This is an optimization exercise on Yosys and OpenROAD, whose aim is small area, not a production implementation. In this exercise RTL edits were held to simulation tests only and were not proved equivalent to the original.

## try-maple
## direction_to_cube_cross_texel
module direction_to_cube_cross_texel (
  input  logic               clk,
  input  logic               rst,
  input  logic               start,
  output logic               busy,
  input  logic signed [15:0] dir_x,
  input  logic signed [15:0] dir_y,
  input  logic signed [15:0] dir_z,
  input  logic               cfg_we,
  input  logic [10:0]        cfg_wdata,
  output logic               done,
  output logic               hit,
  output logic [2:0]         face,
  output logic [11:0]        texel_col,
  output logic [11:0]        texel_row,
  output logic [23:0]        texel_addr
);
  function automatic logic [15:0] absv(input logic [15:0] d);
    logic [15:0] r;
    logic c;
    c = d[15];
    for (int i = 0; i < 16; i++) begin
      r[i] = d[i] ^ d[15] ^ c;
      c = c & (d[i] ^ d[15]);
    end
    absv = r;
  endfunction
  function automatic logic gev(input logic [15:0] a, input logic [15:0] b);
    logic c;
    c = 1'b1;
    for (int i = 0; i < 16; i++) c = (a[i] & ~b[i]) | (c & (a[i] | ~b[i]));
    gev = c;
  endfunction
  function automatic logic [15:0] divrow(input logic [15:0] a, input logic [15:0] m);
    logic [15:0] d;
    logic c;
    logic [14:0] n;
    c = 1'b1;
    for (int i = 0; i < 16; i++) begin
      d[i] = ~m[i] ^ c;
      c = (a[i] & ~m[i]) | (c & (a[i] | ~m[i]));
    end
    for (int i = 0; i < 15; i++) n[i] = a[i] ^ (c & d[i]);
    divrow = {c, n};
  endfunction
  function automatic logic [16:0] decv(input logic [15:0] v);
    logic [16:0] r;
    logic b;
    b = 1'b1;
    for (int i = 0; i < 16; i++) begin
      r[i] = v[i] ^ b;
      b = b & ~v[i];
    end
    r[16] = v[15] ^ b;
    decv = r;
  endfunction
  function automatic logic [13:0] add14(input logic [13:0] a, input logic [13:0] b);
    logic [13:0] r;
    logic c;
    c = 1'b0;
    for (int i = 0; i < 14; i++) begin
      r[i] = a[i] ^ b[i] ^ c;
      c = (a[i] & b[i]) | (c & (a[i] | b[i]));
    end
    add14 = r;
  endfunction
  assign busy = 1'b0;
  logic [10:0] tile;
  always_ff @(posedge clk) begin
    if (rst) tile <= 11'd256;
  ...
Size: ~6900 cells after synthesis, about 45000 sq um of cells after synthesis.
==> flow/config.mk <==
export PLATFORM = sky130hd
export DESIGN_NAME = direction_to_cube_cross_texel
export DESIGN_NICKNAME = direction_to_cube_cross_texel
export VERILOG_FILES = /design/flow/design.v
export SDC_FILE = /design/flow/constraint.sdc
export NUM_CORES = 4
export LEC_CHECK = 0
export ABC_AREA = 1
export CAP_MARGIN = 20
export CORE_MARGIN = 2
export CORE_UTILIZATION = 40
export CTS_BUF_LIST = sky130_fd_sc_hd__clkbuf_16
export CTS_CLUSTER_DIAMETER = 120
export CTS_CLUSTER_SIZE = 24
export PLACE_DENSITY = 0.8
export SLEW_MARGIN = 20
==> flow/constraint.sdc <==
create_clock -name core_clock -period 9.0 [get_ports {clk}]
set_input_delay 1.8000 -clock core_clock [delete_from_list [all_inputs] [get_ports {clk}]]
set_output_delay 1.8000 -clock core_clock [all_outputs]
set_load 0.01 [all_outputs]
standard.sh (not shown) runs the stock make flow with config.mk's settings and CLKGATE_MAP_FILE= SYNTH_SCRIPT=/design/flow/synth_recipe.tcl, a recipe that flattens the netlist after the stock synthesis.
==> flow/flow/run.sh <==
#!/bin/bash
# The standard layout, except that the input and output port buffers use the smallest buffer cell
# (sky130_fd_sc_hd__buf_1) instead of the one buffer_ports picks by default.
set -euo pipefail
export BUFFER_PORTS_ARGS="-buffer_cell sky130_fd_sc_hd__buf_1"
bash standard.sh finish > standard.log 2>&1
Relative to try-maple, the following input files were edited for try-zinc:
Settings: PLACE_DENSITY removed (was 0.8).
-- flow/flow/run.sh --
<<< try-maple, line 3
# (sky130_fd_sc_hd__buf_1) instead of the one buffer_ports picks by default.
>>> try-zinc, line 3
# (sky130_fd_sc_hd__buf_1), and after global routing ORFS's power recovery downsizes cells on
# up to 40% of the paths with positive slack.
<<< try-maple, line 6
>>> try-zinc, line 7
export RECOVER_POWER=40
==> comparison <==
- Nothing crashed in try-zinc and all stages finished; the problem is that the final layout failed, the offending checks being max-capacitance violations, max-slew violations.
- Net count of the finished layout (try-zinc over try-maple): increase, 23
- try-zinc against try-maple: via count decreased 1469; share of the cycle needed by the critical path after routing decreased 0.93 points; via count of the first global-routing pass decreased about 3.6%.
- Compared with try-maple, in try-zinc setup slack higher; count of clock-buffer cells in the layout now sits higher; fraction of registers with async set/reset roughly the same.
- Relative to try-maple, try-zinc improves time the final worst path needs with I/O delays and setup.
Setup changes, try-zinc to try-raven
Settings: PLACE_DENSITY newly set to 0.7.
-- flow/flow/run.sh --
<<< try-zinc, line 3
# (sky130_fd_sc_hd__buf_1), and after global routing ORFS's power recovery downsizes cells on
# up to 40% of the paths with positive slack.
>>> try-raven, line 3
# (sky130_fd_sc_hd__buf_1) instead of the one buffer_ports picks by default.
<<< try-zinc, line 7
export RECOVER_POWER=40
>>> try-raven, line 6
## What came out
try-raven finished end to end and its layout was clean on timing, DRC and antenna.
In try-raven relative to try-zinc, CTS buffer count had gone down by a few percent.
try-raven has less setup slack than try-zinc.
From try-zinc to try-raven the numbers moved as follows: final cell utilization of the core stayed essentially flat; instance count along the most critical hold path stayed essentially flat; number of vias in the routed layout rose by 823.
Of the two values seen for worst-path cell with the longest stage delay, sky130_fd_sc_hd__fa_1 was produced by try-raven and sky130_fd_sc_hd__dfxtp_1 by try-zinc.
try-raven and try-zinc ended up with nearly the same data arrival time of the worst path.
| transition time of the tightest slew-check pin | lower: try-raven |
Total stage count of the critical path is lower on try-zinc
In the tables for try-raven and try-zinc, routed wire length reads higher with try-zinc.
Non-clock buffer count is lower on try-raven
## Diff of input files: try-harbor against try-raven
Settings: PLACE_DENSITY removed (was 0.7); CTS_CLUSTER_DIAMETER removed (was 120); CTS_BUF_LIST removed (was sky130_fd_sc_hd__clkbuf_16); CTS_CLUSTER_SIZE removed (was 24).
==> flow/run.sh (new file) <==
#!/bin/bash
# synth_recipe.tcl (not shown) runs the flow's synth.tcl, then flattens the netlist and writes it again
# the make line also repeats each setting of config.mk as NAME=value (left out here)
make -C /OpenROAD-flow-scripts/flow DESIGN_CONFIG=/design/flow/config.mk WORK_HOME=/design/flow/orfs CLKGATE_MAP_FILE= SYNTH_SCRIPT=/design/flow/synth_recipe.tcl finish
removed: flow/flow/run.sh
removed: flow/standard.sh
--- outcome ---
For the critical path buffer and inverter count, try-harbor came in 1 lower than try-raven did.
[compare] base=try-raven new=try-harbor: worst setup slack lower, area occupied by multi-input gates now larger, first-iteration DRC count went down 16%.
Total of clock buffers placed in the layout for try-harbor: 31 up relative to try-raven

---

Starting RTL as in the previous note.
==> flow/design.v (excerpt) <==
module direction_to_cube_cross_texel (
  input  logic               clk,
  input  logic               rst,
  input  logic               start,
  output logic               busy,
  input  logic signed [15:0] dir_x,
  input  logic signed [15:0] dir_y,
  input  logic signed [15:0] dir_z,
  input  logic               cfg_we,
  input  logic [10:0]        cfg_wdata,
  output logic               done,
  output logic               hit,
  output logic [2:0]         face,
  output logic [11:0]        texel_col,
  output logic [11:0]        texel_row,
  output logic [23:0]        texel_addr
);
  function automatic logic [15:0] absv(input logic [15:0] d);
    logic [15:0] r;
    logic c;
    c = d[15];
    for (int i = 0; i < 16; i++) begin
      r[i] = d[i] ^ d[15] ^ c;
      c = c & (d[i] ^ d[15]);
    end
    absv = r;
  endfunction
  function automatic logic gev(input logic [15:0] a, input logic [15:0] b);
    logic c;
    c = 1'b1;
    for (int i = 0; i < 16; i++) c = (a[i] & ~b[i]) | (c & (a[i] | ~b[i]));
    gev = c;
  endfunction
  function automatic logic [15:0] divrow(input logic [15:0] a, input logic [15:0] m);
    logic [15:0] d;
    logic c;
    logic [14:0] n;
    c = 1'b1;
    for (int i = 0; i < 16; i++) begin
      d[i] = ~m[i] ^ c;
      c = (a[i] & ~m[i]) | (c & (a[i] | ~m[i]));
    end
    for (int i = 0; i < 15; i++) n[i] = a[i] ^ (c & d[i]);
    divrow = {c, n};
  endfunction
  function automatic logic [16:0] decv(input logic [15:0] v);
  ...
clock: 9.0 ns
lec_check: 0
abc_area: 1
cap_margin: 20
core_margin: 2
core_utilization: 40
cts_buf_list: sky130_fd_sc_hd__clkbuf_16
cts_cluster_diameter: 120
cts_cluster_size: 24
slew_margin: 20
==> flow/flow/run.sh <==
#!/bin/bash
# The standard layout, except that the input and output port buffers use the smallest buffer cell
# (sky130_fd_sc_hd__buf_1) instead of the one buffer_ports picks by default.
set -euo pipefail
export BUFFER_PORTS_ARGS="-buffer_cell sky130_fd_sc_hd__buf_1"
bash standard.sh finish > standard.log 2>&1
Change:
==> flow/flow/run.sh (replaced) <==
#!/bin/bash
# The standard layout, with two area settings: the port buffers use the smallest buffer cell, and
# after global routing cells on paths with positive slack are downsized (ORFS's power recovery).
set -euo pipefail
export BUFFER_PORTS_ARGS="-buffer_cell sky130_fd_sc_hd__buf_1"
export RECOVER_POWER=100
bash standard.sh finish > standard.log 2>&1
CTS_BUF_LIST = not set   (was sky130_fd_sc_hd__clkbuf_16)
CTS_CLUSTER_DIAMETER = not set   (was 120)
CTS_CLUSTER_SIZE = not set   (was 24)
After rerunning: The new run completed and failed the layout checks on max-capacitance violations, max-slew violations. Global-route usage grows by 0.18 points. Routed wire length stays flat. Via count barely changes. Register-to-register slack improved by 0.02 ns. Cell area grows by 1.4%. Die area stays the same. Worst setup slack got worse by 0.32 ns. Hold slack hardly moves.

==> static timing again, ports no longer ideal <==
How much do the figures lean on ideal ports? The routed layouts below were timed once more, with nothing changed but the port constraints.
Step 1, drivers: a clkbuf_16 drives clk and a buf_2 each remaining input, both assumed.
Step 2 moves the port delays by t, midway between the first and last clock arrival at a register: inputs arrive t later, outputs are due t later. That takes back most of the time a late clock gives input paths.
Slacks: no drivers / after step 1 / after step 2; pairs: no drivers / after step 1.
run	t (ns)	setup slack, ns	cell pins on the clock port's net
try-maple	0.651	0.699 / 0.683 / 0.586	1
try-zinc	0.635	0.783 / 0.717 / 0.593	1
try-raven	0.647	0.769 / 0.693 / 0.650	1
try-harbor	0.679	0.541 / 0.467 / 0.442	1
the first run of note 2	0.636	0.802 / 0.736 / 0.601	1
the second run of note 2	0.652	0.481 / 0.522 / -0.130	1
For the second run of note 2, which loses most, drivers alone change the setup slack by +0.041 ns; drivers and shift together by -0.611 ns.
